From an optimization exercise on the open Yosys and OpenROAD flow, aimed at small area, a short achievable clock period and few clock cycles per item; shortcuts taken in it are not production practice. Only simulation tests tie the RTL to the original design; equivalence was not proved. No activity file was given, so power comes from the tool's default toggle rates.

==> design/flow/design.v <==
`timescale 1ns/1ps
module operand_banks (
    input  logic                clk,
    input  logic [13:0]         in_q,
    input  logic [7:0]          mwr,     
    input  logic                vwr,     
    output logic [14*8*8-1:0]   rings,   
    output logic [13:0]         vhead
);
    logic [13:0] mring [8][8];
    logic [13:0] vring [8];
    always_ff @(posedge clk) begin
        for (int r = 0; r < 8; r++) begin
            mring[r][0] <= mwr[r] ? in_q : mring[r][7];
            for (int p = 1; p < 8; p++) mring[r][p] <= mring[r][p - 1];
        end
        vring[0] <= vwr ? in_q : vring[7];
        for (int p = 1; p < 8; p++) vring[p] <= vring[p - 1];
    end
    always_comb begin
        for (int r = 0; r < 8; r++)
            for (int p = 0; p < 8; p++)
                rings[112 * r + 14 * p +: 14] = mring[r][p];
    end
    assign vhead = vring[0];
endmodule
`timescale 1ns/1ps
module mac_row (
    input  logic        clk,
    input  logic [6:0]  one,
    input  logic [6:0]  two,
    input  logic [6:0]  neg,
    input  logic [13:0] m,
    input  logic        first,
    output logic [27:0] acc_s,
    output logic [27:0] acc_c
);
    logic [14:0] me;
    logic [14:0] mx;
    logic [14:0] pp0, pp1, pp2, pp3, pp4, pp5, pp6;
    logic        first_b;
    assign me = {m[13], m};
    assign mx = {m, 1'b0};
    assign pp0 = (({15{one[0]}} & me) | ({15{two[0]}} & mx)) ^ {15{neg[0]}};
    assign pp1 = (({15{one[1]}} & me) | ({15{two[1]}} & mx)) ^ {15{neg[1]}};
    assign pp2 = (({15{one[2]}} & me) | ({15{two[2]}} & mx)) ^ {15{neg[2]}};
    assign pp3 = (({15{one[3]}} & me) | ({15{two[3]}} & mx)) ^ {15{neg[3]}};
    assign pp4 = (({15{one[4]}} & me) | ({15{two[4]}} & mx)) ^ {15{neg[4]}};
    assign pp5 = (({15{one[5]}} & me) | ({15{two[5]}} & mx)) ^ {15{neg[5]}};
    assign pp6 = (({15{one[6]}} & me) | ({15{two[6]}} & mx)) ^ {15{neg[6]}};
    logic ah0;
    logic ak0;
    logic ah1;
    logic ak1;
    logic as2;
    logic ac2;
    logic ah3;
    logic ak3;
    logic as4;
    logic ac4;
    logic ah5;
    logic ak5;
    logic as6;
    logic ac6;
    logic as7;
    logic ac7;
    logic as8;
    logic ac8;
    logic ah9;
    logic ak9;
    logic as10;
    logic ac10;
    logic ah11;
    logic ak11;
    logic ah12;
    logic ak12;
    logic ah13;
    logic ak13;
    logic as14;
    logic ac14;
    logic ah15;
    logic ak15;
    logic as16;
    logic ac16;
    logic ah17;
    logic ak17;
    logic as18;
    logic ac18;
    logic as19;
    logic ac19;
    logic as20;
    logic ac20;
    logic as21;
    logic ac21;
    logic as22;
    logic ac22;
    logic as23;
    logic ac23;
    logic as24;
    logic ac24;
    logic as25;
    logic ac25;
    logic as26;
    logic ac26;
    logic as27;
    logic ac27;
    logic as28;
    logic ac28;
    logic as29;
    logic ac29;
    logic as30;
    logic ac30;
    logic as31;
    logic ac31;
    logic as32;
    logic ac32;
    logic as33;
    logic ac33;
    logic as34;
    logic ac34;
    logic as35;
    logic ac35;
    logic as36;
    logic ac36;
    logic ah37;
    logic ak37;
    logic as38;
    logic ac38;
    logic ah39;
    logic ak39;
    logic ah40;
    logic ak40;
    logic ah41;
    logic ak41;
    logic as42;
    logic ac42;
    logic as43;
    logic ac43;
    logic as44;
    logic ac44;
    logic as45;
    logic ac45;
    logic as46;
    logic ac46;
    logic as47;
    logic ac47;
    logic as48;
    logic ac48;
    logic as49;
    logic ac49;
    logic as50;
    logic ac50;
    logic as51;
    logic ac51;
    logic as52;
    logic ac52;
    logic as53;
    logic ac53;
    logic as54;
    logic ac54;
    logic as55;
    logic ac55;
    logic as56;
    logic ac56;
    logic as57;
    logic ac57;
    logic as58;
    logic ac58;
    logic ah59;
    logic ak59;
    logic as60;
    logic ac60;
    logic as61;
    logic ac61;
    logic as62;
    logic ac62;
    logic as63;
    logic ac63;
    logic as64;
    logic ac64;
    logic as65;
    logic ac65;
    logic as66;
    logic ac66;
    logic as67;
    logic ac67;
    logic as68;
    logic ac68;
    logic as69;
    logic ac69;
    logic as70;
    logic ac70;
    logic as71;
    logic ac71;
    ha aha0 (.a(neg[5]), .b(pp0[10]), .s(ah0), .co(ak0));
    ha aha1 (.a(pp0[11]), .b(pp1[9]), .s(ah1), .co(ak1));
    fa afa2 (.a(neg[6]), .b(pp0[12]), .c(pp1[10]), .s(as2), .co(ac2));
    ha aha3 (.a(pp2[8]), .b(pp3[6]), .s(ah3), .co(ak3));
    fa afa4 (.a(pp0[13]), .b(pp1[11]), .c(pp2[9]), .s(as4), .co(ac4));
    ha aha5 (.a(pp3[7]), .b(pp4[5]), .s(ah5), .co(ak5));
    assign as6 = 1'b1 ^ ~pp0[14] ^ pp1[12];
    assign ac6 = (1'b1 & ~pp0[14]) | (pp1[12] & (1'b1 ^ ~pp0[14]));
    fa afa7 (.a(pp2[10]), .b(pp3[8]), .c(pp4[6]), .s(as7), .co(ac7));
    assign as8 = 1'b1 ^ pp1[13] ^ pp2[11];
    assign ac8 = (1'b1 & pp1[13]) | (pp2[11] & (1'b1 ^ pp1[13]));
    ha aha9 (.a(pp3[9]), .b(pp4[7]), .s(ah9), .co(ak9));
    fa afa10 (.a(~pp1[14]), .b(pp2[12]), .c(pp3[10]), .s(as10), .co(ac10));
    assign ah11 = 1'b1 ^ pp2[13];
    assign ak11 = 1'b1 & pp2[13];
    ha aha12 (.a(neg[3]), .b(pp0[6]), .s(ah12), .co(ak12));
    ha aha13 (.a(pp0[7]), .b(pp1[5]), .s(ah13), .co(ak13));
    fa afa14 (.a(neg[4]), .b(pp0[8]), .c(pp1[6]), .s(as14), .co(ac14));
    ha aha15 (.a(pp2[4]), .b(pp3[2]), .s(ah15), .co(ak15));
    fa afa16 (.a(pp0[9]), .b(pp1[7]), .c(pp2[5]), .s(as16), .co(ac16));
    ha aha17 (.a(pp3[3]), .b(pp4[1]), .s(ah17), .co(ak17));
    fa afa18 (.a(pp1[8]), .b(pp2[6]), .c(pp3[4]), .s(as18), .co(ac18));
    fa afa19 (.a(pp4[2]), .b(pp5[0]), .c(ah0), .s(as19), .co(ac19));
    fa afa20 (.a(pp2[7]), .b(pp3[5]), .c(pp4[3]), .s(as20), .co(ac20));
    fa afa21 (.a(pp5[1]), .b(ak0), .c(ah1), .s(as21), .co(ac21));
    fa afa22 (.a(pp4[4]), .b(pp5[2]), .c(pp6[0]), .s(as22), .co(ac22));
    fa afa23 (.a(ak1), .b(as2), .c(ah3), .s(as23), .co(ac23));
    fa afa24 (.a(pp5[3]), .b(pp6[1]), .c(ac2), .s(as24), .co(ac24));
    fa afa25 (.a(ak3), .b(as4), .c(ah5), .s(as25), .co(ac25));
    fa afa26 (.a(pp5[4]), .b(pp6[2]), .c(ac4), .s(as26), .co(ac26));
    fa afa27 (.a(ak5), .b(as6), .c(as7), .s(as27), .co(ac27));
    fa afa28 (.a(pp5[5]), .b(pp6[3]), .c(ac6), .s(as28), .co(ac28));
    fa afa29 (.a(ac7), .b(as8), .c(ah9), .s(as29), .co(ac29));
    fa afa30 (.a(pp4[8]), .b(pp5[6]), .c(pp6[4]), .s(as30), .co(ac30));
    fa afa31 (.a(ac8), .b(ak9), .c(as10), .s(as31), .co(ac31));
    fa afa32 (.a(pp3[11]), .b(pp4[9]), .c(pp5[7]), .s(as32), .co(ac32));
    fa afa33 (.a(pp6[5]), .b(ac10), .c(ah11), .s(as33), .co(ac33));
    fa afa34 (.a(~pp2[14]), .b(pp3[12]), .c(pp4[10]), .s(as34), .co(ac34));
    fa afa35 (.a(pp5[8]), .b(pp6[6]), .c(ak11), .s(as35), .co(ac35));
    assign as36 = 1'b1 ^ pp3[13] ^ pp4[11];
    assign ac36 = (1'b1 & pp3[13]) | (pp4[11] & (1'b1 ^ pp3[13]));
    ha aha37 (.a(pp5[9]), .b(pp6[7]), .s(ah37), .co(ak37));
    fa afa38 (.a(~pp3[14]), .b(pp4[12]), .c(pp5[10]), .s(as38), .co(ac38));
    assign ah39 = 1'b1 ^ pp4[13];
    assign ak39 = 1'b1 & pp4[13];
    ha aha40 (.a(neg[2]), .b(pp0[4]), .s(ah40), .co(ak40));
    ha aha41 (.a(pp0[5]), .b(pp1[3]), .s(ah41), .co(ak41));
    fa afa42 (.a(pp1[4]), .b(pp2[2]), .c(pp3[0]), .s(as42), .co(ac42));
    fa afa43 (.a(pp2[3]), .b(pp3[1]), .c(ak12), .s(as43), .co(ac43));
    fa afa44 (.a(pp4[0]), .b(ak13), .c(as14), .s(as44), .co(ac44));
    fa afa45 (.a(ac14), .b(ak15), .c(as16), .s(as45), .co(ac45));
    fa afa46 (.a(ac16), .b(ak17), .c(as18), .s(as46), .co(ac46));
    fa afa47 (.a(ac18), .b(as20), .c(ac19), .s(as47), .co(ac47));
    fa afa48 (.a(ac20), .b(as22), .c(ac21), .s(as48), .co(ac48));
    fa afa49 (.a(ac22), .b(as24), .c(ac23), .s(as49), .co(ac49));
    fa afa50 (.a(ac24), .b(as26), .c(ac25), .s(as50), .co(ac50));
    fa afa51 (.a(ac26), .b(as28), .c(ac27), .s(as51), .co(ac51));
    fa afa52 (.a(as30), .b(ac28), .c(ac29), .s(as52), .co(ac52));
    fa afa53 (.a(ac30), .b(as32), .c(ac31), .s(as53), .co(ac53));
    fa afa54 (.a(ac32), .b(as34), .c(as35), .s(as54), .co(ac54));
    fa afa55 (.a(ac34), .b(as36), .c(ah37), .s(as55), .co(ac55));
    fa afa56 (.a(pp6[8]), .b(ac36), .c(ak37), .s(as56), .co(ac56));
    fa afa57 (.a(pp5[11]), .b(pp6[9]), .c(ac38), .s(as57), .co(ac57));
    fa afa58 (.a(~pp4[14]), .b(pp5[12]), .c(pp6[10]), .s(as58), .co(ac58));
    assign ah59 = 1'b1 ^ pp5[13];
    assign ak59 = 1'b1 & pp5[13];
    fa afa60 (.a(neg[1]), .b(pp0[2]), .c(pp1[0]), .s(as60), .co(ac60));
    fa afa61 (.a(pp0[3]), .b(pp1[1]), .c(ac60), .s(as61), .co(ac61));
    fa afa62 (.a(pp1[2]), .b(pp2[0]), .c(ah40), .s(as62), .co(ac62));
    fa afa63 (.a(pp2[1]), .b(ak40), .c(ah41), .s(as63), .co(ac63));
    fa afa64 (.a(ak41), .b(as42), .c(ah12), .s(as64), .co(ac64));
    fa afa65 (.a(ac42), .b(ah13), .c(as43), .s(as65), .co(ac65));
    fa afa66 (.a(as38), .b(as56), .c(ac55), .s(as66), .co(ac66));
    fa afa67 (.a(ah39), .b(ac56), .c(as57), .s(as67), .co(ac67));
    fa afa68 (.a(ak39), .b(as58), .c(ac57), .s(as68), .co(ac68));
    fa afa69 (.a(pp6[11]), .b(ac58), .c(ah59), .s(as69), .co(ac69));
    fa afa70 (.a(~pp5[14]), .b(pp6[12]), .c(ak59), .s(as70), .co(ac70));
    assign as71 = 1'b1 ^ pp6[13] ^ ac70;
    assign ac71 = (1'b1 & pp6[13]) | (ac70 & (1'b1 ^ pp6[13]));
    logic pa0_0;
    logic pa0_1;
    logic pa1_0;
    logic pa2_0;
    logic pa3_0;
    logic pa4_0;
    logic pa4_1;
    logic pa5_0;
    logic pa5_1;
    logic pa6_0;
    logic pa6_1;
    logic pa7_0;
    logic pa7_1;
    logic pa8_0;
    logic pa8_1;
    logic pa8_2;
    logic pa8_3;
    logic pa9_0;
    logic pa9_1;
    logic pa9_2;
    logic pa10_0;
    logic pa10_1;
    logic pa10_2;
    logic pa11_0;
    logic pa11_1;
    logic pa11_2;
    logic pa12_0;
    logic pa12_1;
    logic pa12_2;
    logic pa13_0;
    logic pa13_1;
    logic pa13_2;
    logic pa14_0;
    logic pa14_1;
    logic pa14_2;
    logic pa15_0;
    logic pa15_1;
    logic pa15_2;
    logic pa16_0;
    logic pa16_1;
    logic pa16_2;
    logic pa17_0;
    logic pa17_1;
    logic pa17_2;
    logic pa18_0;
    logic pa18_1;
    logic pa18_2;
    logic pa19_0;
    logic pa19_1;
    logic pa19_2;
    logic pa20_0;
    logic pa21_0;
    logic pa21_1;
    logic pa22_0;
    logic pa22_1;
    logic pa23_0;
    logic pa23_1;
    logic pa24_0;
    logic pa24_1;
    logic pa25_0;
    logic pa26_0;
    logic pa26_1;
    logic pa27_0;
    logic ar0_0, ag0_0;
    assign ag0_0 = ar0_0 & ~first_b;
    logic ar0_1, ag0_1;
    assign ag0_1 = ar0_1 & ~first_b;
    logic ar1_0, ag1_0;
    assign ag1_0 = ar1_0 & ~first_b;
    logic ar1_1, ag1_1;
    assign ag1_1 = ar1_1 & ~first_b;
    logic ar2_0, ag2_0;
    assign ag2_0 = ar2_0 & ~first_b;
    logic ar2_1, ag2_1;
    assign ag2_1 = ar2_1 & ~first_b;
    logic ar3_0, ag3_0;
    assign ag3_0 = ar3_0 & ~first_b;
    logic ar3_1, ag3_1;
    assign ag3_1 = ar3_1 & ~first_b;
    logic ar4_0, ag4_0;
    assign ag4_0 = ar4_0 & ~first_b;
    logic ar4_1, ag4_1;
    assign ag4_1 = ar4_1 & ~first_b;
    logic ar5_0, ag5_0;
    assign ag5_0 = ar5_0 & ~first_b;
    logic ar5_1, ag5_1;
    assign ag5_1 = ar5_1 & ~first_b;
    logic ar6_0, ag6_0;
    assign ag6_0 = ar6_0 & ~first_b;
    logic ar6_1, ag6_1;
    assign ag6_1 = ar6_1 & ~first_b;
    logic ar7_0, ag7_0;
    assign ag7_0 = ar7_0 & ~first_b;
    logic ar7_1, ag7_1;
    assign ag7_1 = ar7_1 & ~first_b;
    logic ar8_0, ag8_0;
    assign ag8_0 = ar8_0 & ~first_b;
    logic ar8_1, ag8_1;
    assign ag8_1 = ar8_1 & ~first_b;
    logic ar9_0, ag9_0;
    assign ag9_0 = ar9_0 & ~first_b;
    logic ar9_1, ag9_1;
    assign ag9_1 = ar9_1 & ~first_b;
    logic ar10_0, ag10_0;
    assign ag10_0 = ar10_0 & ~first_b;
    logic ar10_1, ag10_1;
    assign ag10_1 = ar10_1 & ~first_b;
    logic ar11_0, ag11_0;
    assign ag11_0 = ar11_0 & ~first_b;
    logic ar11_1, ag11_1;
    assign ag11_1 = ar11_1 & ~first_b;
    logic ar12_0, ag12_0;
    assign ag12_0 = ar12_0 & ~first_b;
    logic ar12_1, ag12_1;
    assign ag12_1 = ar12_1 & ~first_b;
    logic ar13_0, ag13_0;
    assign ag13_0 = ar13_0 & ~first_b;
    logic ar13_1, ag13_1;
    assign ag13_1 = ar13_1 & ~first_b;
    logic ar14_0, ag14_0;
    assign ag14_0 = ar14_0 & ~first_b;
    logic ar14_1, ag14_1;
    assign ag14_1 = ar14_1 & ~first_b;
    logic ar15_0, ag15_0;
    assign ag15_0 = ar15_0 & ~first_b;
    logic ar15_1, ag15_1;
    assign ag15_1 = ar15_1 & ~first_b;
    logic ar16_0, ag16_0;
    assign ag16_0 = ar16_0 & ~first_b;
    logic ar16_1, ag16_1;
    assign ag16_1 = ar16_1 & ~first_b;
    logic ar17_0, ag17_0;
    assign ag17_0 = ar17_0 & ~first_b;
    logic ar17_1, ag17_1;
    assign ag17_1 = ar17_1 & ~first_b;
    logic ar18_0, ag18_0;
    assign ag18_0 = ar18_0 & ~first_b;
    logic ar18_1, ag18_1;
    assign ag18_1 = ar18_1 & ~first_b;
    logic ar19_0, ag19_0;
    assign ag19_0 = ar19_0 & ~first_b;
    logic ar19_1, ag19_1;
    assign ag19_1 = ar19_1 & ~first_b;
    logic ar20_0, ag20_0;
    assign ag20_0 = ar20_0 & ~first_b;
    logic ar20_1, ag20_1;
    assign ag20_1 = ar20_1 & ~first_b;
    logic ar21_0, ag21_0;
    assign ag21_0 = ar21_0 & ~first_b;
    logic ar21_1, ag21_1;
    assign ag21_1 = ar21_1 & ~first_b;
    logic ar22_0, ag22_0;
    assign ag22_0 = ar22_0 & ~first_b;
    logic ar22_1, ag22_1;
    assign ag22_1 = ar22_1 & ~first_b;
    logic ar23_0, ag23_0;
    assign ag23_0 = ar23_0 & ~first_b;
    logic ar23_1, ag23_1;
    assign ag23_1 = ar23_1 & ~first_b;
    logic ar24_0, ag24_0;
    assign ag24_0 = ar24_0 & ~first_b;
    logic ar24_1, ag24_1;
    assign ag24_1 = ar24_1 & ~first_b;
    logic ar25_0, ag25_0;
    assign ag25_0 = ar25_0 & ~first_b;
    logic ar25_1, ag25_1;
    assign ag25_1 = ar25_1 & ~first_b;
    logic ar26_0, ag26_0;
    assign ag26_0 = ar26_0 & ~first_b;
    logic ar26_1, ag26_1;
    assign ag26_1 = ar26_1 & ~first_b;
    logic ar27_0, ag27_0;
    assign ag27_0 = ar27_0 & ~first_b;
    logic ar27_1, ag27_1;
    assign ag27_1 = ar27_1 & ~first_b;
    logic bs0;
    logic bc0;
    logic bs1;
    logic bc1;
    logic bs2;
    logic bc2;
    logic bs3;
    logic bc3;
    logic bs4;
    logic bc4;
    logic bs5;
    logic bc5;
    logic bs6;
    logic bc6;
    logic bs7;
    logic bc7;
    logic bs8;
    logic bc8;
    logic bs9;
    logic bc9;
    logic bs10;
    logic bc10;
    logic bs11;
    logic bc11;
    logic bh12;
    logic bk12;
    logic bh13;
    logic bk13;
    logic bh14;
    logic bk14;
    logic bh15;
    logic bk15;
    logic bs16;
    logic bc16;
    logic bs17;
    logic bc17;
    logic bs18;
    logic bc18;
    logic bs19;
    logic bc19;
    logic bs20;
    logic bc20;
    logic bs21;
    logic bc21;
    logic bs22;
    logic bc22;
    logic bs23;
    logic bc23;
    logic bs24;
    logic bc24;
    logic bs25;
    logic bc25;
    logic bs26;
    logic bc26;
    logic bs27;
    logic bc27;
    logic bs28;
    logic bc28;
    logic bs29;
    logic bc29;
    logic bs30;
    logic bc30;
    logic bs31;
    logic bc31;
    logic bs32;
    logic bc32;
    logic bs33;
    logic bc33;
    logic bs34;
    logic bc34;
    logic bs35;
    logic bc35;
    logic bs36;
    logic bc36;
    logic bh37;
    logic bk37;
    logic bs38;
    logic bc38;
    logic bh39;
    logic bk39;
    logic bh40;
    logic bk40;
    logic bs41;
    logic bc41;
    logic bs42;
    logic bc42;
    logic bs43;
    logic bc43;
    logic bs44;
    logic bc44;
    logic bs45;
    logic bc45;
    logic bs46;
    logic bc46;
    logic bs47;
    logic bc47;
    logic bs48;
    logic bc48;
    logic bs49;
    logic bc49;
    logic bs50;
    logic bc50;
    logic bs51;
    logic bc51;
    logic bs52;
    logic bc52;
    logic bs53;
    logic bc53;
    logic bs54;
    logic bc54;
    logic bs55;
    logic bc55;
    logic bs56;
    logic bc56;
    logic bs57;
    logic bc57;
    logic bs58;
    logic bc58;
    logic bs59;
    logic bc59;
    logic bs60;
    logic bc60;
    logic bs61;
    logic bc61;
    logic bs62;
    logic bc62;
    logic bs63;
    logic bc63;
    logic bs64;
    logic bc64;
    logic bs65;
    logic bc65;
    logic bs66;
    logic bc66;
    logic bs67;
    logic bc67;
    fa bfa0 (.a(pa8_0), .b(pa8_1), .c(pa8_2), .s(bs0), .co(bc0));
    fa bfa1 (.a(pa9_0), .b(pa9_1), .c(pa9_2), .s(bs1), .co(bc1));
    fa bfa2 (.a(pa10_0), .b(pa10_1), .c(pa10_2), .s(bs2), .co(bc2));
    fa bfa3 (.a(pa11_0), .b(pa11_1), .c(pa11_2), .s(bs3), .co(bc3));
    fa bfa4 (.a(pa12_0), .b(pa12_1), .c(pa12_2), .s(bs4), .co(bc4));
    fa bfa5 (.a(pa13_0), .b(pa13_1), .c(pa13_2), .s(bs5), .co(bc5));
    fa bfa6 (.a(pa14_0), .b(pa14_1), .c(pa14_2), .s(bs6), .co(bc6));
    fa bfa7 (.a(pa15_0), .b(pa15_1), .c(pa15_2), .s(bs7), .co(bc7));
    fa bfa8 (.a(pa16_0), .b(pa16_1), .c(pa16_2), .s(bs8), .co(bc8));
    fa bfa9 (.a(pa17_0), .b(pa17_1), .c(pa17_2), .s(bs9), .co(bc9));
    fa bfa10 (.a(pa18_0), .b(pa18_1), .c(pa18_2), .s(bs10), .co(bc10));
    fa bfa11 (.a(pa19_0), .b(pa19_1), .c(pa19_2), .s(bs11), .co(bc11));
    ha bha12 (.a(pa0_0), .b(pa0_1), .s(bh12), .co(bk12));
    ha bha13 (.a(pa1_0), .b(ag1_0), .s(bh13), .co(bk13));
    ha bha14 (.a(pa2_0), .b(ag2_0), .s(bh14), .co(bk14));
    ha bha15 (.a(pa3_0), .b(ag3_0), .s(bh15), .co(bk15));
    fa bfa16 (.a(pa4_0), .b(pa4_1), .c(ag4_0), .s(bs16), .co(bc16));
    fa bfa17 (.a(pa5_0), .b(pa5_1), .c(ag5_0), .s(bs17), .co(bc17));
    fa bfa18 (.a(pa6_0), .b(pa6_1), .c(ag6_0), .s(bs18), .co(bc18));
    fa bfa19 (.a(pa7_0), .b(pa7_1), .c(ag7_0), .s(bs19), .co(bc19));
    fa bfa20 (.a(pa8_3), .b(ag8_0), .c(ag8_1), .s(bs20), .co(bc20));
    fa bfa21 (.a(ag9_0), .b(ag9_1), .c(bc0), .s(bs21), .co(bc21));
    fa bfa22 (.a(ag10_0), .b(ag10_1), .c(bc1), .s(bs22), .co(bc22));
    fa bfa23 (.a(ag11_0), .b(ag11_1), .c(bc2), .s(bs23), .co(bc23));
    fa bfa24 (.a(ag12_0), .b(ag12_1), .c(bc3), .s(bs24), .co(bc24));
    fa bfa25 (.a(ag13_0), .b(ag13_1), .c(bc4), .s(bs25), .co(bc25));
    fa bfa26 (.a(ag14_0), .b(ag14_1), .c(bc5), .s(bs26), .co(bc26));
    fa bfa27 (.a(ag15_0), .b(ag15_1), .c(bc6), .s(bs27), .co(bc27));
    fa bfa28 (.a(ag16_0), .b(ag16_1), .c(bc7), .s(bs28), .co(bc28));
    fa bfa29 (.a(ag17_0), .b(ag17_1), .c(bc8), .s(bs29), .co(bc29));
    fa bfa30 (.a(ag18_0), .b(ag18_1), .c(bc9), .s(bs30), .co(bc30));
    fa bfa31 (.a(ag19_0), .b(ag19_1), .c(bc10), .s(bs31), .co(bc31));
    fa bfa32 (.a(pa20_0), .b(ag20_0), .c(ag20_1), .s(bs32), .co(bc32));
    fa bfa33 (.a(pa21_0), .b(pa21_1), .c(ag21_0), .s(bs33), .co(bc33));
    fa bfa34 (.a(pa22_0), .b(pa22_1), .c(ag22_0), .s(bs34), .co(bc34));
    fa bfa35 (.a(pa23_0), .b(pa23_1), .c(ag23_0), .s(bs35), .co(bc35));
    fa bfa36 (.a(pa24_0), .b(pa24_1), .c(ag24_0), .s(bs36), .co(bc36));
    ha bha37 (.a(pa25_0), .b(ag25_0), .s(bh37), .co(bk37));
    fa bfa38 (.a(pa26_0), .b(pa26_1), .c(ag26_0), .s(bs38), .co(bc38));
    ha bha39 (.a(pa27_0), .b(ag27_0), .s(bh39), .co(bk39));
    ha bha40 (.a(ag0_0), .b(ag0_1), .s(bh40), .co(bk40));
    fa bfa41 (.a(ag1_1), .b(bk12), .c(bh13), .s(bs41), .co(bc41));
    fa bfa42 (.a(ag2_1), .b(bk13), .c(bh14), .s(bs42), .co(bc42));
    fa bfa43 (.a(ag3_1), .b(bk14), .c(bh15), .s(bs43), .co(bc43));
    fa bfa44 (.a(ag4_1), .b(bk15), .c(bs16), .s(bs44), .co(bc44));
    fa bfa45 (.a(ag5_1), .b(bc16), .c(bs17), .s(bs45), .co(bc45));
    fa bfa46 (.a(ag6_1), .b(bc17), .c(bs18), .s(bs46), .co(bc46));
    fa bfa47 (.a(ag7_1), .b(bc18), .c(bs19), .s(bs47), .co(bc47));
    fa bfa48 (.a(bc19), .b(bs20), .c(bs0), .s(bs48), .co(bc48));
    fa bfa49 (.a(bc20), .b(bs1), .c(bs21), .s(bs49), .co(bc49));
    fa bfa50 (.a(bs2), .b(bc21), .c(bs22), .s(bs50), .co(bc50));
    fa bfa51 (.a(bs3), .b(bc22), .c(bs23), .s(bs51), .co(bc51));
    fa bfa52 (.a(bs4), .b(bc23), .c(bs24), .s(bs52), .co(bc52));
    fa bfa53 (.a(bs5), .b(bc24), .c(bs25), .s(bs53), .co(bc53));
    fa bfa54 (.a(bs6), .b(bc25), .c(bs26), .s(bs54), .co(bc54));
    fa bfa55 (.a(bs7), .b(bc26), .c(bs27), .s(bs55), .co(bc55));
    fa bfa56 (.a(bs8), .b(bc27), .c(bs28), .s(bs56), .co(bc56));
    fa bfa57 (.a(bs9), .b(bc28), .c(bs29), .s(bs57), .co(bc57));
    fa bfa58 (.a(bs10), .b(bc29), .c(bs30), .s(bs58), .co(bc58));
    fa bfa59 (.a(bs11), .b(bc30), .c(bs31), .s(bs59), .co(bc59));
    fa bfa60 (.a(bc11), .b(bs32), .c(bc31), .s(bs60), .co(bc60));
    fa bfa61 (.a(ag21_1), .b(bc32), .c(bs33), .s(bs61), .co(bc61));
    fa bfa62 (.a(ag22_1), .b(bc33), .c(bs34), .s(bs62), .co(bc62));
    fa bfa63 (.a(ag23_1), .b(bc34), .c(bs35), .s(bs63), .co(bc63));
    fa bfa64 (.a(ag24_1), .b(bc35), .c(bs36), .s(bs64), .co(bc64));
    fa bfa65 (.a(ag25_1), .b(bc36), .c(bh37), .s(bs65), .co(bc65));
    fa bfa66 (.a(ag26_1), .b(bk37), .c(bs38), .s(bs66), .co(bc66));
    fa bfa67 (.a(ag27_1), .b(bc38), .c(bh39), .s(bs67), .co(bc67));
    assign acc_s = {ar27_0, ar26_0, ar25_0, ar24_0, ar23_0, ar22_0, ar21_0, ar20_0, ar19_0, ar18_0, ar17_0, ar16_0, ar15_0, ar14_0, ar13_0, ar12_0, ar11_0, ar10_0, ar9_0, ar8_0, ar7_0, ar6_0, ar5_0, ar4_0, ar3_0, ar2_0, ar1_0, ar0_0};
    assign acc_c = {ar27_1, ar26_1, ar25_1, ar24_1, ar23_1, ar22_1, ar21_1, ar20_1, ar19_1, ar18_1, ar17_1, ar16_1, ar15_1, ar14_1, ar13_1, ar12_1, ar11_1, ar10_1, ar9_1, ar8_1, ar7_1, ar6_1, ar5_1, ar4_1, ar3_1, ar2_1, ar1_1, ar0_1};
    always_ff @(posedge clk) begin
        first_b <= first;
        pa0_0 <= neg[0];
        pa0_1 <= pp0[0];
        pa1_0 <= pp0[1];
        pa2_0 <= as60;
        pa3_0 <= as61;
        pa4_0 <= ac61;
        pa4_1 <= as62;
        pa5_0 <= ac62;
        pa5_1 <= as63;
        pa6_0 <= ac63;
        pa6_1 <= as64;
        pa7_0 <= ac64;
        pa7_1 <= as65;
        pa8_0 <= ah15;
        pa8_1 <= ac43;
        pa8_2 <= as44;
        pa8_3 <= ac65;
        pa9_0 <= ah17;
        pa9_1 <= ac44;
        pa9_2 <= as45;
        pa10_0 <= ac45;
        pa10_1 <= as46;
        pa10_2 <= as19;
        pa11_0 <= ac46;
        pa11_1 <= as21;
        pa11_2 <= as47;
        pa12_0 <= as23;
        pa12_1 <= ac47;
        pa12_2 <= as48;
        pa13_0 <= as25;
        pa13_1 <= ac48;
        pa13_2 <= as49;
        pa14_0 <= as27;
        pa14_1 <= ac49;
        pa14_2 <= as50;
        pa15_0 <= as29;
        pa15_1 <= ac50;
        pa15_2 <= as51;
        pa16_0 <= as31;
        pa16_1 <= ac51;
        pa16_2 <= as52;
        pa17_0 <= as33;
        pa17_1 <= ac52;
        pa17_2 <= as53;
        pa18_0 <= ac33;
        pa18_1 <= ac53;
        pa18_2 <= as54;
        pa19_0 <= ac35;
        pa19_1 <= as55;
        pa19_2 <= ac54;
        pa20_0 <= as66;
        pa21_0 <= ac66;
        pa21_1 <= as67;
        pa22_0 <= ac67;
        pa22_1 <= as68;
        pa23_0 <= ac68;
        pa23_1 <= as69;
        pa24_0 <= ac69;
        pa24_1 <= as70;
        pa25_0 <= as71;
        pa26_0 <= ~pp6[14];
        pa26_1 <= ac71;
        pa27_0 <= 1'b1;
        ar0_0 <= bh40;
        ar0_1 <= bh12;
        ar1_0 <= bs41;
        ar1_1 <= bk40;
        ar2_0 <= bs42;
        ar2_1 <= bc41;
        ar3_0 <= bs43;
        ar3_1 <= bc42;
        ar4_0 <= bs44;
        ar4_1 <= bc43;
        ar5_0 <= bs45;
        ar5_1 <= bc44;
        ar6_0 <= bs46;
        ar6_1 <= bc45;
        ar7_0 <= bs47;
        ar7_1 <= bc46;
        ar8_0 <= bs48;
        ar8_1 <= bc47;
        ar9_0 <= bs49;
        ar9_1 <= bc48;
        ar10_0 <= bs50;
        ar10_1 <= bc49;
        ar11_0 <= bs51;
        ar11_1 <= bc50;
        ar12_0 <= bs52;
        ar12_1 <= bc51;
        ar13_0 <= bs53;
        ar13_1 <= bc52;
        ar14_0 <= bs54;
        ar14_1 <= bc53;
        ar15_0 <= bs55;
        ar15_1 <= bc54;
        ar16_0 <= bs56;
        ar16_1 <= bc55;
        ar17_0 <= bs57;
        ar17_1 <= bc56;
        ar18_0 <= bs58;
        ar18_1 <= bc57;
        ar19_0 <= bs59;
        ar19_1 <= bc58;
        ar20_0 <= bs60;
        ar20_1 <= bc59;
        ar21_0 <= bs61;
        ar21_1 <= bc60;
        ar22_0 <= bs62;
        ar22_1 <= bc61;
        ar23_0 <= bs63;
        ar23_1 <= bc62;
        ar24_0 <= bs64;
        ar24_1 <= bc63;
        ar25_0 <= bs65;
        ar25_1 <= bc64;
        ar26_0 <= bs66;
        ar26_1 <= bc65;
        ar27_0 <= bs67;
        ar27_1 <= bc66;
    end
endmodule
module fa (
    input  logic a,
    input  logic b,
    input  logic c,
    output logic s,
    output logic co
);
    assign s  = a ^ b ^ c;
    assign co = (a & b) | (c & (a ^ b));
endmodule
module ha (
    input  logic a,
    input  logic b,
    output logic s,
    output logic co
);
    assign s  = a ^ b;
    assign co = a & b;
endmodule
`timescale 1ns/1ps
module result_fifo (
    input  logic        clk,
    input  logic        reset,
    input  logic        in_valid,
    input  logic [27:0] in_data,
    input  logic        output_ready,
    output logic        output_valid,
    output logic [27:0] output_data,
    output logic        empty
);
    localparam int N = 10;
    logic [27:0] q [N];
    logic [3:0]  cnt;
    logic [3:0]  old_pos;      
    logic        o_v;
    logic [27:0] o_d;
    logic        o_free, take, bypass, wr;
    assign o_free = !o_v || output_ready;
    assign take   = o_free && (cnt != 4'd0) && (old_pos == 4'(N - 1));
    assign bypass = in_valid && (cnt == 4'd0) && o_free;
    assign wr     = in_valid && !bypass;
    assign output_valid = o_v;
    assign output_data  = o_d;
    assign empty        = (cnt == 4'd0);
    always_ff @(posedge clk) begin
        q[0] <= wr ? in_data : q[N - 1];
        for (int i = 1; i < N; i++) q[i] <= q[i - 1];
        if (take)
            o_d <= q[N - 1];
        else if (bypass)
            o_d <= in_data;
        if (reset) begin
            o_v     <= 1'b0;
            cnt     <= 4'd0;
            old_pos <= 4'd0;
        end else begin
            o_v <= take || bypass || (o_v && !output_ready);
            cnt <= cnt + {3'd0, wr} - {3'd0, take};
            if (take)
                old_pos <= (cnt > 4'd1) ? 4'(N - 1) : 4'd0;
            else if (cnt == 4'd0 || old_pos == 4'(N - 1))
                old_pos <= 4'd0;
            else
                old_pos <= old_pos + 4'd1;
        end
    end
endmodule
`timescale 1ns/1ps
module matvec_top (
    input  logic        clk,
    input  logic        reset,
    input  logic        input_valid,
    output logic        input_ready,
    input  logic [13:0] input_data,
    input  logic        new_matrix,
    output logic        output_valid,
    input  logic        output_ready,
    output logic [27:0] output_data
);
    logic [2:0] ph;
    always_ff @(posedge clk) begin
        if (reset) ph <= 3'd0;
        else       ph <= ph + 3'd1;
    end
    logic        rdy_q;
    logic        acc_in;
    logic        ld_open, ld_mat;
    logic [5:0]  wcnt;
    logic        guar;
    logic        ld_open_n, ld_mat_n, guar_n, rdy_n;
    logic [5:0]  wcnt_n;
    logic        is_mword, is_vword;
    logic [13:0] in_q;
    logic [7:0]  mwr_q;
    logic        vwr_q;
    logic        win_run;    
    assign input_ready = rdy_q;
    assign acc_in = input_valid & rdy_q;
    always_comb begin
        ld_open_n = ld_open;
        ld_mat_n  = ld_mat;
        wcnt_n    = wcnt;
        is_mword  = 1'b0;
        is_vword  = 1'b0;
        if (acc_in) begin
            if (ld_open ? new_matrix : ld_mat) begin
                is_mword  = 1'b1;
                ld_open_n = 1'b0;
                ld_mat_n  = (wcnt != 6'd63);
                wcnt_n    = wcnt + 6'd1;
            end else begin
                is_vword  = 1'b1;
                ld_open_n = (wcnt[2:0] == 3'd7);
                ld_mat_n  = 1'b0;
                wcnt_n    = {3'd0, wcnt[2:0] + 3'd1};
            end
        end
        guar_n = (acc_in && ld_open) ? 1'b0 : (guar | (ld_open_n & win_run));
        rdy_n = ((ph + 3'd1) == wcnt_n[2:0]) && (!ld_open_n || guar_n);
    end
    always_ff @(posedge clk) begin
        if (reset) begin
            ld_open <= 1'b1;
            ld_mat  <= 1'b0;
            wcnt    <= 6'd0;
            guar    <= 1'b1;
            rdy_q   <= 1'b1;
            mwr_q   <= 8'd0;
            vwr_q   <= 1'b0;
        end else begin
            ld_open <= ld_open_n;
            ld_mat  <= ld_mat_n;
            wcnt    <= wcnt_n;
            guar    <= guar_n;
            rdy_q   <= rdy_n;
            mwr_q   <= is_mword ? (8'd1 << wcnt[5:3]) : 8'd0;
            vwr_q   <= is_vword;
        end
        in_q <= input_data;
    end
    logic [14*8*8-1:0] taps;    
    logic [13:0]       vhead;
    operand_banks operand_banks_i (
        .clk   (clk),
        .in_q  (in_q),
        .mwr   (mwr_q),
        .vwr   (vwr_q),
        .rings (taps),
        .vhead (vhead)
    );
    logic [2:0] col;
    logic       win_start;
    logic [3:0] vcount;         
    logic       run_q, good_q;
    logic       run_now, good_now, col_ok, done;
    logic       commit;
    logic       pend_final;     
    logic       ring_empty;
    assign win_start = (col == 3'd0);
    assign commit    = ring_empty;
    assign run_now   = win_start ? (commit && vcount != 4'd0) : run_q;
    assign good_now  = win_start ? 1'b1 : good_q;
    assign col_ok    = run_now && good_now && (vcount > {1'b0, col});
    assign done      = col_ok && (col == 3'd7);
    assign win_run   = run_now;
    always_ff @(posedge clk) begin
        if (reset) col <= 3'd6;
        else       col <= col + 3'd1;
    end
    always_ff @(posedge clk) begin
        if (reset) begin
            vcount     <= 4'd0;
            run_q      <= 1'b0;
            good_q     <= 1'b0;
            pend_final <= 1'b0;
        end else begin
            vcount     <= (done ? 4'd0 : vcount) + {3'd0, vwr_q};
            run_q      <= run_now;
            good_q     <= good_now && (vcount > {1'b0, col});
            if (done)
                pend_final <= 1'b1;
            else if (win_start && commit)
                pend_final <= 1'b0;
        end
    end
    logic [20:0] enc_n;
    logic [20:0] enc [8];
    logic [7:0]  first_d;
    logic [8:0]  mv_d;         
    always_comb begin
        for (int k = 0; k < 7; k++) begin
            logic b2, b1, b0;
            b2 = vhead[2 * k + 1];
            b1 = vhead[2 * k];
            b0 = (k == 0) ? 1'b0 : vhead[2 * k - 1];
            enc_n[k]      = b1 ^ b0;                                   
            enc_n[7 + k]  = (b2 & ~b1 & ~b0) | (~b2 & b1 & b0);        
            enc_n[14 + k] = b2 & ~(b1 & b0);                           
        end
        if (!col_ok) enc_n = '0;
    end
    always_ff @(posedge clk) begin
        enc[0] <= enc_n;
        for (int r = 1; r < 8; r++) enc[r] <= enc[r - 1];
        if (reset) begin
            first_d <= 8'd0;
            mv_d    <= 9'd0;
        end else begin
            first_d <= {first_d[6:0], win_start && commit};
            mv_d    <= {mv_d[7:0], win_start && commit && pend_final};
        end
    end
    logic [27:0] acc_s [8];
    logic [27:0] acc_c [8];
    for (genvar r = 0; r < 8; r++) begin : g_row
        mac_row mac_i (
            .clk   (clk),
            .one   (enc[r][6:0]),
            .two   (enc[r][13:7]),
            .neg   (enc[r][20:14]),
            .m     (taps[112 * r + 14 * ((r + 1) % 8) +: 14]),
            .first (first_d[r]),
            .acc_s (acc_s[r]),
            .acc_c (acc_c[r])
        );
    end
    logic [27:0] sel_s, sel_c;
    always_comb begin
        sel_s = '0;
        sel_c = '0;
        for (int r = 0; r < 8; r++) begin
            sel_s = sel_s | (acc_s[r] & {28{mv_d[r + 1]}});
            sel_c = sel_c | (acc_c[r] & {28{mv_d[r + 1]}});
        end
    end
    result_fifo result_fifo_i (
        .clk          (clk),
        .reset        (reset),
        .in_valid     (|mv_d[8:1]),
        .in_data      (sel_s + sel_c),
        .output_ready (output_ready),
        .output_valid (output_valid),
        .output_data  (output_data),
        .empty        (ring_empty)
    );
endmodule
==> design/flow/run.sh <==
#!/bin/bash
# synth_recipe.tcl (not shown) runs the flow's synth.tcl, then flattens the netlist and writes it again
# the make line also repeats each setting of config.mk as NAME=value (left out here)
make -C /OpenROAD-flow-scripts/flow DESIGN_CONFIG=/design/flow/config.mk WORK_HOME=/design/flow/orfs CLKGATE_MAP_FILE= SYNTH_SCRIPT=/design/flow/synth_recipe.tcl finish
==> design/flow/config.mk <==
export PLATFORM = sky130hd
export DESIGN_NAME = matvec_top
export DESIGN_NICKNAME = matvec_top
export VERILOG_FILES = /design/flow/design.v
export SDC_FILE = /design/flow/constraint.sdc
export NUM_CORES = 4
export LEC_CHECK = 0
export CAP_MARGIN = 20
export CORE_MARGIN = 2
export CORE_UTILIZATION = 60
export CTS_CLUSTER_DIAMETER = 100
export CTS_CLUSTER_SIZE = 25
export SETUP_SLACK_MARGIN = 4.0
export SLEW_MARGIN = 20
export SYNTH_HIERARCHICAL = 1
==> design/flow/constraint.sdc <==
create_clock -name core_clock -period 7.0 [get_ports {clk}]
set_input_delay 1.4000 -clock core_clock [delete_from_list [all_inputs] [get_ports {clk}]]
set_output_delay 1.4000 -clock core_clock [all_outputs]
set_load 0.01 [all_outputs]
==> results of run 1 <==
## Yosys stat by module, one instance, submodules excluded
module / cell area, um^2 / times used / cells
result_fifo: 7650 / 1 / 426
mac_row: 5270 / 8 / 506
fa: 20.0 / 912 / 1
ha: 12.5 / 152 / 1
operand_banks: 21700 / 1 / 1143
matvec_top: 9280 / 1 / 910
## layout make-up
type / count / area [um^2] / share of cell area [%]
inverters: 91 / 368 / 0.354
clock buffers: 120 / 2820 / 2.72
well taps: 2204 / 2760 / 2.66
repair buffers: 229 / 2280 / 2.20
clock inverters: 12 / 230 / 0.222
diodes: 9 / 22.5 / 0.0217
flip-flops and latches: 2508 / 50600 / 48.7
multi-input cells: 4086 / 44700 / 43.1
## layer usage
metal,GRT usage (%),up-vias
met5,0,-
met4,15.0,10
met3,8.00,496
met2,49.8,2556
met1,47.8,28400
li1,-,23520
## how the worst max path moves through the flow
stage	end	slack, ns	startpoint
after floorplan	result_fifo_i.cnt[3]	3.75	output_ready
after global placement	result_fifo_i.cnt[3]	2.75	output_ready
after detailed placement	result_fifo_i.o_d[27]	2.71	mv_d[1]
after CTS	result_fifo_i.o_d[27]	3.57	mv_d[1]
after global routing	result_fifo_i.o_d[27]	3.36	mv_d[2]
final	result_fifo_i.o_d[27]	3.48	mv_d[2]
## worst max-delay path, delay by kind of cell, from the launching register on
kind                     cells  cell delay (ns)
XOR/XNOR                     1             0.16
buffers and inverters        2             0.30
AND/OR/NAND/NOR              3             0.53
adder cells (fa/ha/maj)      1             0.29
AO/OA/AOI/OAI                6             1.30
flip-flops                   1             0.40
multiplexers                 1             0.30
## metrics by stage
stage | worst slack, ns | hold slack, ns | area, um^2 | std cells
3_5_place_dp | 2.71 | 0.312 | 98600 | 9029
5_1_grt | 3.36 | 0.323 | 104000 | 9251
3_3_place_gp | 2.75 | 0.309 | 98600 | 9028
4_1_cts | 3.57 | 0.311 | 103000 | 9223
6_report | 3.48 | 0.317 | 104000 | 9259
2_1_floorplan | 3.75 | 0.310 | 101000 | 7591
## cells by family (layout without fill, tap and decap cells)
group           after synthesis  after routing  share of synthesized area (%)
simple gates                736            736                           4.32
fa+ha+maj                  1149           1149                           21.0
xor+xnor                    901            901                           7.82
other cells                   8             17                         0.0297
compound gates             1105           1105                           7.97
mux                         187            187                           2.08
flops                      2508           2508                           50.0
buf+inv                     997            452                           6.75
## flip-flops by register name, indices dropped and copies added (netlist names), 9 cells and up
name	count
operand_banks_i.mring	896
result_fifo_i.q	280
enc	168
operand_banks_i.vring	112
result_fifo_i.o_d	28
in_q	14
mv_d	9
## repair_timing
item	in CTS	in global routing
cloned	9	2
resized for setup	221	110
pin swaps	41	64
hold buffers	0	0
setup buffers	53	24
setup endpoints to repair	89	71
## Yosys cell counts (6+ instances only)
cell type / instances
dfxtp_1: 2480
a22oi_1: 952
fa_1: 914
xnor2_1: 766
buf_4: 611
nor2b_1: 475
ha_1: 235
mux2_2: 142
buf_2: 138
xor2_1: 135
inv_1: 90
nand2_1: 80
buf_6: 75
nand4_1: 66
clkbuf_1: 62
o21ai_0: 59
a21oi_1: 41
mux2_1: 41
nor2_1: 32
edfxtp_1: 28
a21o_1: 14
nand3_1: 13
and2_1: 12
nand3b_1: 9
nor3_1: 9
clkbuf_2: 8
clkbuf_4: 8
conb_1: 8
nand2b_1: 7
nor3b_1: 7
o21ai_1: 7
or3b_2: 6
## report_power, final
group          switching [mW]  internal (mW)
sequential               1.08           15.1
combinational           0.889          0.888
clock                    4.43           2.95
==> impl_metrics.env, run 1 <==
export IMPL_status="timing/DRC/antenna clean"
export IMPL_met1Wirelength_um=123000
export IMPL_die_h_um=414
export IMPL_core_area_um2=167000
export IMPL_r2r_start="mv_d[2]"
export IMPL_syn_area_um2=101000
export IMPL_fillers=12903
export IMPL_max_slew_margin_pct=22.1
export IMPL_ys_seq_area_share_pct=50.0
export IMPL_tightest_slew_ns=1.17
export IMPL_layout_commonest_cell="dfxtp_1"
export IMPL_synth_area_leaders="dfxtp_1 (49%), fa_1 (18%), a22oi_1 (7.1%)"
export IMPL_ir_drop_mv=0.257
export IMPL_cts_buffers_inserted=111
export IMPL_layout_common_cells="dfxtp_1 (2427), a22oi_1 (913), fa_1 (913)"
export IMPL_grt_pass1_vias=55604
export IMPL_vias=54982
export IMPL_worst_path_largest_cell_delay_ns=0.43
export IMPL_numClockSinks=2508
export IMPL_die_x_um=414
export IMPL_grt_pass1_wl_um=416000
export IMPL_yosys_area_top_type="dfxtp_1"
export IMPL_initial_core_util_pct=60.4
export IMPL_crit_chain="buf_12, buf_12, a22oi_2, nand4_1, ha_4, o21ai_2, o21bai_2, nand4_1, nand4_1, a211o_1, a211oi_4, o21ai_2, xnor2_2, mux2_4"
export IMPL_via_per_inst=5.94
export IMPL_critPathMostFrequentCell="nand4_1"
export IMPL_final_util_pct=62.1
export IMPL_wl_met3_um=25700
export IMPL_wl_met2_um=125000
export IMPL_layout_drive_gt1_share_pct=9.64
export IMPL_p_leak_nw=41.7
export IMPL_power_mw=25.3
export IMPL_ys_ff_latch=2508
export IMPL_grtUsageTotal_pct=33.8
export IMPL_max_freq_mhz=284
export IMPL_hp_start="operand_banks_i.mring[34][3]"
export IMPL_crit_type="flip-flop to flip-flop"
export IMPL_avgSynthCellArea_um2=13.3
export IMPL_cp_max_fo=8
export IMPL_cts_clk_slew_worst_paths_ns=0.10
export IMPL_ant_nets=0
export IMPL_reg2reg_slack_ns=3.48
export IMPL_io_pins=49
export IMPL_setup_worst_path_end_class="flip-flop"
export IMPL_p_per_area_nw_per_um2=244
export IMPL_finalWeightedCongestion=1.05
export IMPL_clock_skew_final_ns=0.0429
export IMPL_top_layer="met5"
export IMPL_grt_overflow=0
export IMPL_post_drt_wl_per_cell_um=31.2
export IMPL_root_buffer="clkbuf_16"
export IMPL_grt_max_degree=57
export IMPL_clockBufferDepth=3
export IMPL_async_flop_share_pct=0
export IMPL_numPortBuffers=48
export IMPL_yosysUniqueCellTypes=66
export IMPL_setup_worst_path_start_class="flip-flop"
export IMPL_area_growth_pct=2.77
export IMPL_ys_warnings_count=17
export IMPL_cp_arrival_ns=4.10
export IMPL_yosysTopAreaCellShare_pct=49.2
export IMPL_slowest_stage="a211o_1"
export IMPL_cts_tree="yes"
export IMPL_h_tree_depth=3
export IMPL_drv_cap=0
export IMPL_clock_latency_ns=0.83
export IMPL_min_path_cells=0
export IMPL_dp_final_hpwl_um=210000
export IMPL_required_ns=7.57
export IMPL_antenna_found_initial=22
export IMPL_rsz0062_at_grt="true"
export IMPL_ff2ff_path_depth=14
export IMPL_setup_violations=0
export IMPL_syn_nets=8759
export IMPL_setup_tns_final_ns=0
export IMPL_syn_inst=7591
export IMPL_finalNetCount=8195
export IMPL_hold_viol_final=0
export IMPL_fin_crit_ns=3.52
export IMPL_synth_ff_type="dfxtp_1"
export IMPL_drc=0
export IMPL_worstHoldEndpoint="operand_banks_i.mring[35][3]"
export IMPL_post_route_period_util_pct=50.4
export IMPL_rr_endpoint="result_fifo_i.o_d[27]"
export IMPL_synth_edf_count=28
export IMPL_report_final_slew_viol_count=0
export IMPL_hold_class="flip-flop to flip-flop"
export IMPL_num_rows=150
export IMPL_dr_pass1_iters=6
export IMPL_wl_um=289000
export IMPL_dieArea_um2=172000
export IMPL_drt_iter0_markers=6044
Testbench counts, summed over its fixed seeds: cycles 8,296, items 4,096.
==> run 2: changes to the inputs <==
--- a/design/flow/config.mk
+++ b/design/flow/config.mk
@@ -10,6 +10,6 @@
 export CORE_UTILIZATION = 60
 export CTS_CLUSTER_DIAMETER = 100
 export CTS_CLUSTER_SIZE = 25
-export SETUP_SLACK_MARGIN = 4.0
+export SETUP_SLACK_MARGIN = 4.3
 export SLEW_MARGIN = 20
 export SYNTH_HIERARCHICAL = 1
==> run 2 against run 1 <==
Effect of this change:
- flip-flop and latch count stayed put
- sequential power hardly changed
- cell count is 0.11% higher
- cell area decreased by 0.20%
==> impl_metrics.env, run 2 <==
export IMPL_status="timing/DRC/antenna clean"
export IMPL_via_per_inst=5.92
export IMPL_switchingPower_mw=6.42
export IMPL_vias=54851
export IMPL_report_final_slew_viol_count=0
export IMPL_min_path_cells=0
export IMPL_hold_class="flip-flop to flip-flop"
export IMPL_clock_latency_ns=0.81
export IMPL_dr_pass1_iters=6
export IMPL_grt_pass1_wl_um=413000
export IMPL_netSwitchingFraction_pct=25.3
export IMPL_fin_hold_ws_ns=0.318
export IMPL_h_tree_depth=3
export IMPL_ys_seq_area_share_pct=50.0
export IMPL_reg_top3="operand_banks_i.mring: 896 flops, result_fifo_i.q: 280 flops, enc: 168 flops"
export IMPL_antenna_found_initial=23
export IMPL_numClockSinks=2508
export IMPL_seqPwrFrac_pct=64.0
export IMPL_yosys_top_cells_count="dfxtp_1 (2480), a22oi_1 (952), fa_1 (914), xnor2_1 (766), buf_4 (611)"
export IMPL_drc=0
export IMPL_reg2reg_slack_ns=3.43
export IMPL_initial_core_util_pct=60.4
export IMPL_post_drt_wl_per_cell_um=31.1
export IMPL_dp_final_hpwl_um=209000
export IMPL_fillers=12895
export IMPL_area_growth_pct=2.57
export IMPL_max_freq_mhz=280
export IMPL_worstHoldEndpoint="operand_banks_i.mring[7][5]"
export IMPL_post_route_period_util_pct=51.0
export IMPL_grt_max_degree=59
export IMPL_layout_drive_gt1_share_pct=11.0
export IMPL_avgSynthCellArea_um2=13.3
export IMPL_die_x_um=414
export IMPL_rr_endpoint="result_fifo_i.o_d[25]"
export IMPL_yosys_cell_count_top_type="dfxtp_1"
export IMPL_hp_start="operand_banks_i.mring[6][5]"
export IMPL_crit_chain="buf_4, a22oi_1, nand4_1, ha_4, a21o_1, a31o_1, o21a_1, a211o_1, a211oi_4, o21ai_2, xnor2_1, mux2_1"
export IMPL_required_ns=7.57
export IMPL_p_clk_share_pct=29.1
export IMPL_yosysUniqueCellTypes=66
export IMPL_synth_ff_type="dfxtp_1"
export IMPL_dp_slack_ns=2.71
export IMPL_cp_arrival_ns=4.14
export IMPL_synth_edf_count=28
export IMPL_grtUsageTotal_pct=33.5
export IMPL_r2r_start="mv_d[4]"
export IMPL_io_pins=49
export IMPL_num_rows=150
export IMPL_finalWeightedCongestion=1.01
export IMPL_ir_drop_mv=0.281
export IMPL_ant_nets=0
export IMPL_setup_worst_path_start_class="flip-flop"
export IMPL_drv_cap=0
export IMPL_regMostFlops="operand_banks_i.mring"
export IMPL_final_setup_worst_slack_ns=3.43
export IMPL_fin_crit_ns=3.57
export IMPL_ys_ff_latch=2508
export IMPL_core_area_um2=167000
export IMPL_layout_common_cells="dfxtp_1 (2306), a22oi_1 (929), fa_1 (913)"
export IMPL_clock_skew_final_ns=0.0314
export IMPL_worst_path_largest_cell_delay_ns=0.45
export IMPL_rsz0062_at_grt="true"
export IMPL_cts_buffers_inserted=111
export IMPL_p_per_area_nw_per_um2=245
export IMPL_syn_nets=8759
export IMPL_syn_inst=7591
export IMPL_async_flop_share_pct=0
export IMPL_root_buffer="clkbuf_16"
export IMPL_cts_clk_slew_worst_paths_ns=0.11
export IMPL_grt_overflow=0
export IMPL_tightest_slew_ns=1.23
export IMPL_clockBufferDepth=3
export IMPL_ff2ff_path_depth=12
export IMPL_setup_violations=0
export IMPL_comb_power_share_pct=7.0
export IMPL_die_h_um=414
export IMPL_power_mw=25.3
export IMPL_cts_tree="yes"
export IMPL_drt_iter0_markers=6108
export IMPL_yosysTopAreaCellShare_pct=49.2
export IMPL_yosys_area_top_type="dfxtp_1"
export IMPL_largest_reg_flops=896
export IMPL_cp_max_fo=12
export IMPL_layout_commonest_cell="dfxtp_1"
export IMPL_crit_type="flip-flop to flip-flop"
export IMPL_cts_hold_buf=0
export IMPL_internal_power_mw=18.9
export IMPL_p_leak_nw=41.7
export IMPL_hold_viol_final=0
export IMPL_numPortBuffers=48
export IMPL_setup_worst_path_end_class="flip-flop"
export IMPL_syn_area_um2=101000
export IMPL_dieArea_um2=172000
export IMPL_wl_um=288000
export IMPL_synth_area_leaders="dfxtp_1 (49%), fa_1 (18%), a22oi_1 (7.1%)"
export IMPL_setup_tns_final_ns=0
export IMPL_finalNetCount=8188
export IMPL_slowest_stage="dfxtp_4"
export IMPL_max_slew_margin_pct=17.8
export IMPL_grt_pass1_vias=55524
export IMPL_ys_warnings_count=17
==> run 2: repair_timing <==
item	4_1_cts	5_1_grt
resized for setup	314	132
hold endpoints to repair	0	0
pin swaps	19	25
endpoints found under the setup margin	188	155
setup buffers	37	28
cloned	8	2
==> run 2: worst max-delay path: cells and delay by family, from the launching register on <==
family / cells / cell delay [ns]
AOI/OAI and AO/OA: 7 / 1.64
xor gates and xnor gates: 1 / 0.16
adders and majority gates: 1 / 0.34
buffers and inverters: 1 / 0.18
DFF: 1 / 0.45
muxes: 1 / 0.29
and+or+nand+nor: 1 / 0.28
==> run 2: power by group through the flow <==
stage | Combinational (mW) | Sequential [mW] | Clock, mW
6_report | 1.76 | 16.2 | 7.36
5_1_grt | 2.06 | 16.2 | 7.97
4_1_cts | 1.79 | 16.2 | 7.50
3_5_place_dp | 1.75 | 16.5 | 0
3_3_place_gp | 1.62 | 16.5 | 0
2_1_floorplan | 2.02 | 15.6 | 0
==> run 2: area by class of cell <==
class	instances	area [um^2]	area share (%)
Sequential cell	2508	50700	49.0
Multi-Input combinational cell	4086	44500	43.0
Clock buffer	122	2860	2.76
Tap cell	2204	2760	2.66
Timing Repair Buffer	221	2100	2.03
Inverter	91	358	0.346
Clock inverter	11	165	0.159
Antenna cell	25	62.6	0.0604
Timing Repair inverter	1	8.76	0.00846
==> run 2: per-layer routing <==
layer	up-vias	routed length (um)	GRT usage [%]	share of wire (%)
met5	-	120	0	0.042
met4	16	11800	12.7	4.1
met3	467	26700	8.23	9.3
met2	2461	127000	49.9	44
met1	28362	122000	47.6	42
li1	23545	-	-	-
==> run 2: worst max-delay path by stage <==
stage	startpoint	to	slack [ns]	depth (start not counted)
2_1_floorplan	output_ready	result_fifo_i.cnt[3]	3.75	11
3_3_place_gp	mv_d[1]	result_fifo_i.o_d[25]	2.76	13
3_5_place_dp	mv_d[1]	result_fifo_i.o_d[27]	2.71	13
4_1_cts	mv_d[2]	result_fifo_i.o_d[27]	3.57	13
5_1_grt	mv_d[1]	result_fifo_i.o_d[26]	3.40	15
6_report	mv_d[4]	result_fifo_i.o_d[25]	3.43	12
==> run 2: cell families after synthesis <==
| kind of cell | share of synthesized area [%] |
|---|---|
| compound gates | 7.97 |
| xor+xnor | 7.82 |
| fa+ha+maj | 21.0 |
| buf+inv | 6.75 |
| flops | 50.0 |
| mux | 2.08 |
| other cells | 0.0297 |
| simple gates | 4.32 |
==> run 2: per-stage QoR <==
step | instances | util (%) | cell area, um^2
finish | 9269 | 61.9 | 104000
floorplan | 7591 | - | 101000
CTS | 9214 | 61.4 | 103000
detailed placement | 9036 | 59.0 | 98700
global placement | 9036 | 59.0 | 98700
global route | 9249 | 61.9 | 104000
==> run 2: Yosys stat by module, one instance, submodules excluded <==
module         area, um^2  copies in the design  flops+latches  cells
ha                   12.5                   152              0      1
matvec_top           9280                     1            231    910
fa                   20.0                   912              0      1
result_fifo          7650                     1            317    426
operand_banks       21700                     1           1008   1143
mac_row              5270                     8            119    506
==> run 3: changes to the inputs <==
--- a/design/flow/design.v
+++ b/design/flow/design.v
@@ -805,7 +805,7 @@
     output logic [27:0] output_data,
     output logic        empty
 );
-    localparam int N = 10;
+    localparam int N = 11;
     logic [27:0] q [N];
     logic [3:0]  cnt;
     logic [3:0]  old_pos;      
@@ -822,10 +822,8 @@
     always_ff @(posedge clk) begin
         q[0] <= wr ? in_data : q[N - 1];
         for (int i = 1; i < N; i++) q[i] <= q[i - 1];
-        if (take)
-            o_d <= q[N - 1];
-        else if (bypass)
-            o_d <= in_data;
+        o_d <= (o_d & {28{!(take || bypass)}}) | (q[N - 1] & {28{take}})
+             | (in_data & {28{bypass && !take}});
         if (reset) begin
             o_v     <= 1'b0;
             cnt     <= 4'd0;
@@ -1001,6 +999,8 @@
             .acc_c (acc_c[r])
         );
     end
+    logic [27:0] f_s, f_c;
+    logic        f_v;
     logic [27:0] sel_s, sel_c;
     always_comb begin
         sel_s = '0;
@@ -1010,11 +1010,17 @@
             sel_c = sel_c | (acc_c[r] & {28{mv_d[r + 1]}});
         end
     end
+    always_ff @(posedge clk) begin
+        f_s <= sel_s;
+        f_c <= sel_c;
+        if (reset) f_v <= 1'b0;
+        else       f_v <= |mv_d[8:1];
+    end
     result_fifo result_fifo_i (
         .clk          (clk),
         .reset        (reset),
-        .in_valid     (|mv_d[8:1]),
-        .in_data      (sel_s + sel_c),
+        .in_valid     (f_v),
+        .in_data      (f_s + f_c),
         .output_ready (output_ready),
         .output_valid (output_valid),
         .output_data  (output_data),
--- a/design/flow/config.mk
+++ b/design/flow/config.mk
@@ -7,7 +7,7 @@
 export LEC_CHECK = 0
 export CAP_MARGIN = 20
 export CORE_MARGIN = 2
-export CORE_UTILIZATION = 60
+export CORE_UTILIZATION = 70
 export CTS_CLUSTER_DIAMETER = 100
 export CTS_CLUSTER_SIZE = 25
 export SETUP_SLACK_MARGIN = 4.3
==> run 3 against run 2 <==
Effect of this change:
- non-clock buffer count fell by 46
- flip-flop and latch count rose by 85
- hold slack got worse by 0.00072 ns
- die area fell by 12%
- first-iteration DRC count rose by 9.0%
- critical endpoint is now vcount[2]
- sequential power barely moved
- largest cell class unchanged
- clock power rose by 0.5%
- cell area rose by 0.63%
- worst setup slack improved by 0.84 ns
- via count rose by 3.2%
- critical path type unchanged
==> impl_metrics.env, run 3 <==
export IMPL_avgSynthCellArea_um2=13.2
export IMPL_report_final_slew_viol_count=0
export IMPL_synth_ff_type="dfxtp_1"
export IMPL_post_route_period_util_pct=39.0
export IMPL_drv_cap=0
export IMPL_dp_final_hpwl_um=185000
export IMPL_ys_warnings_count=17
export IMPL_setup_worst_path_start_class="flip-flop"
export IMPL_finalNetCount=8356
export IMPL_cts_hold_buf=0
export IMPL_max_freq_mhz=367
export IMPL_max_slew_margin_pct=21.8
export IMPL_yosys_cell_count_top_type="dfxtp_1"
export IMPL_antenna_found_initial=21
export IMPL_via_per_inst=6.19
export IMPL_ff2ff_path_depth=12
export IMPL_root_buffer="clkbuf_16"
export IMPL_finalWeightedCongestion=0.997
export IMPL_reg2reg_slack_ns=4.27
export IMPL_p_per_area_nw_per_um2=244
export IMPL_crit_type="flip-flop to flip-flop"
export IMPL_core_area_um2=146000
export IMPL_critPathMostFrequentCell="ha_1"
export IMPL_die_h_um=388
export IMPL_slowest_stage="or3b_4"
export IMPL_synth_fa_ha_area_share_pct=20.6
export IMPL_dieArea_um2=150000
export IMPL_crit_chain="inv_2, ha_4, or3b_4, inv_12, nand2_2, o22ai_4, o2111a_1, nor2_1, ha_1, ha_1, or3_1, a21oi_1"
export IMPL_wl_met3_um=25700
export IMPL_yosys_top_cells_count="dfxtp_1 (2593), a22oi_1 (953), fa_1 (914), xnor2_1 (768), buf_4 (611)"
export IMPL_min_path_cells=0
export IMPL_crit_path_start="result_fifo_i.cnt[2]"
export IMPL_rr_endpoint="vcount[2]"
export IMPL_tightest_slew_ns=1.17
export IMPL_syn_nets=8993
export IMPL_cts_buffers_inserted=113
export IMPL_reg_top3="operand_banks_i.mring: 896 flops, result_fifo_i.q: 308 flops, enc: 168 flops"
export IMPL_met1Wirelength_um=106000
export IMPL_clockBufferDepth=3
export IMPL_p_leak_nw=42.2
export IMPL_layout_commonest_cell="dfxtp_1"
export IMPL_setup_tns_final_ns=0
export IMPL_syn_area_um2=103000
export IMPL_clock_skew_final_ns=0.0285
export IMPL_muxShareOfSynthArea_pct=1.71
export IMPL_setup_violations=0
export IMPL_wl_met2_um=116000
export IMPL_power_mw=25.4
export IMPL_synth_edf_count=0
export IMPL_die_x_um=388
export IMPL_crit_buf_inv=2
export IMPL_status="timing/DRC/antenna clean"
export IMPL_initial_core_util_pct=70.7
export IMPL_synth_top_family_by_area="adder cells"
export IMPL_post_drt_wl_per_cell_um=28.7
export IMPL_top_layer="met5"
export IMPL_grt_overflow=0
export IMPL_hold_viol_final=0
export IMPL_synthSimpleGateAreaFrac_pct=4.60
export IMPL_ys_seq_area_share_pct=50.3
export IMPL_wl_um=263000
export IMPL_cts_tree="yes"
export IMPL_path_delay_family="simple AND/OR/NAND/NOR gates"
export IMPL_drt_iter0_markers=6655
export IMPL_clock_latency_ns=0.79
export IMPL_io_pins=49
export IMPL_cts_clk_slew_worst_paths_ns=0.10
export IMPL_drc=0
export IMPL_num_rows=140
export IMPL_worstHoldEndpoint="operand_banks_i.mring[19][11]"
export IMPL_area_growth_pct=1.07
export IMPL_hp_start="operand_banks_i.mring[18][11]"
export IMPL_numClockSinks=2593
export IMPL_async_flop_share_pct=0
export IMPL_r2r_start="result_fifo_i.cnt[2]"
export IMPL_ir_drop_mv=0.304
export IMPL_ant_nets=0
export IMPL_dr_pass1_iters=6
export IMPL_largest_reg_flops=896
export IMPL_numPortBuffers=48
export IMPL_yosysTopAreaCellShare_pct=50.3
export IMPL_ys_ff_latch=2593
export IMPL_final_util_pct=71.4
export IMPL_layout_drive_gt1_share_pct=10.0
export IMPL_synth_area_leaders="dfxtp_1 (50%), fa_1 (18%), a22oi_1 (6.9%)"
export IMPL_grt_pass1_wl_um=389000
export IMPL_hold_class="flip-flop to flip-flop"
export IMPL_grt_max_degree=59
export IMPL_regMostFlops="operand_banks_i.mring"
export IMPL_fillers=9957
export IMPL_yosys_area_top_type="dfxtp_1"
export IMPL_layout_common_cells="dfxtp_1 (2380), a22oi_1 (953), fa_1 (912)"
export IMPL_h_tree_depth=3
export IMPL_syn_inst=7825
export IMPL_synth_xor_area_share_pct=7.67
export IMPL_cp_max_fo=16
export IMPL_required_ns=7.70
export IMPL_yosysUniqueCellTypes=65
export IMPL_grtUsageTotal_pct=35.3
export IMPL_worst_path_largest_cell_delay_ns=0.46
export IMPL_rsz0062_at_grt="true"
export IMPL_synth_compound_area_share_pct=8.21
export IMPL_vias=56588
export IMPL_fin_crit_ns=2.73
export IMPL_grt_pass1_vias=57814
export IMPL_setup_worst_path_end_class="flip-flop"
export IMPL_cp_arrival_ns=3.42
## run 3: changes by cell type after synthesis, moves of 6 or more
cell	previous run	this run
inv_1	90	123
edfxtp_1	28	0
nand4_1	66	121
buf_2	138	147
o311ai_1	2	18
nor2_1	32	39
dfxtp_1	2480	2593
a21oi_1	41	47
a21o_1	14	4
mux2_1	41	9
nand2_1	80	90
o21ai_0	59	82
o311ai_2	0	10
buf_1	4	16
## run 3: cell families after synthesis
logic type      after synthesis
flops                      2593
compound gates             1152
fa+ha+maj                  1149
buf+inv                    1056
xor+xnor                    903
simple gates                807
mux                         157
other cells                   8
## run 3: layout make-up
type	instances	area [um^2]	share of cell area (%)
timing repair inverter	1	8.76	0.00840
tap	1917	2400	2.30
clock inverter	6	134	0.128
multi-input combinational	4180	44600	42.8
sequential	2593	52200	50.1
inverter	124	478	0.459
clock buffer	118	2880	2.76
antenna	29	72.6	0.0696
timing repair buffer	175	1470	1.41
## run 3: what timing repair did
action | 4_1_cts | 5_1_grt
hold endpoints to repair | 0 | 0
pin swaps | 4 | 12
gates cloned | 6 | 0
endpoints found under the setup margin | 200 | 153
buffers inserted | 20 | 16
resized for setup | 293 | 113
## run 3: metal layers
metal / global-route usage, % / vias up
li1: - / 24202
met1: 49.5 / 28803
met2: 52.8 / 2985
met3: 7.56 / 588
met4: 16.3 / 10
met5: 0 / -
## run 3: modules after synthesis (local to each module, per instance)
module | flops+latches | area, um^2 | cells inside
matvec_top | 288 | 10600 | 1014
ha | 0 | 12.5 | 1
result_fifo | 345 | 8470 | 556
fa | 0 | 20.0 | 1
operand_banks | 1008 | 21700 | 1143
mac_row | 119 | 5270 | 506
## run 3: worst max-delay path by stage
stage / end / depth (start not counted)
after detailed placement: result_fifo_i.cnt[3] / 9
final: vcount[2] / 12
after global placement: result_fifo_i.cnt[3] / 9
after CTS: result_fifo_i.o_d[17] / 8
after floorplan: result_fifo_i.cnt[3] / 10
after global routing: vcount[2] / 12
## run 3: report_power, final
part	total (mW)	internal (mW)	switching, mW
sequential	16.3	15.5	0.775
clock	7.40	2.95	4.44
combinational	1.72	0.875	0.848
## run 3: metrics by stage
stage	hold WS, ns	area [um^2]	std cells	setup WS (ns)
after detailed placement	0.312	100000	8948	2.61
after global routing	0.323	104000	9118	4.15
final	0.317	104000	9143	4.27
after CTS	0.314	104000	9098	4.23
after floorplan	0.310	103000	7825	4.00
after global placement	0.310	100000	8948	2.66
Testbench counts of run 3, summed over its fixed seeds: cycles 8,304, items 4,096.

==> afterwards: timing with drivers on the ports <==
How much do the figures lean on ideal ports? The routed layouts below were timed once more, with nothing changed but the port constraints. Step 1 assumes that a clkbuf_16 drives the clock port and a buf_2 every other input. Step 2 moves the port delays by t, midway between the first and last clock arrival at a register: inputs arrive t later, outputs are due t later. That takes back most of the time a late clock gives input paths. a / b / c = no drivers / after step 1 / after step 2; a / b = the first two.
run | t, ns | setup slack, ns | worst hold slack (ns)
run 1 | 0.893 | 3.475 / 3.475 / 3.197 | 0.317 / 0.317 / 0.317
run 2 | 0.887 | 3.430 / 3.430 / 3.430 | 0.318 / 0.318 / 0.318
run 3 | 0.862 | 4.273 / 4.231 / 3.678 | 0.317 / 0.317 / 0.317
After both steps every run listed still meets setup and hold. For run 3, which loses most, drivers alone change the setup slack by -0.042 ns; drivers and shift together by -0.595 ns.
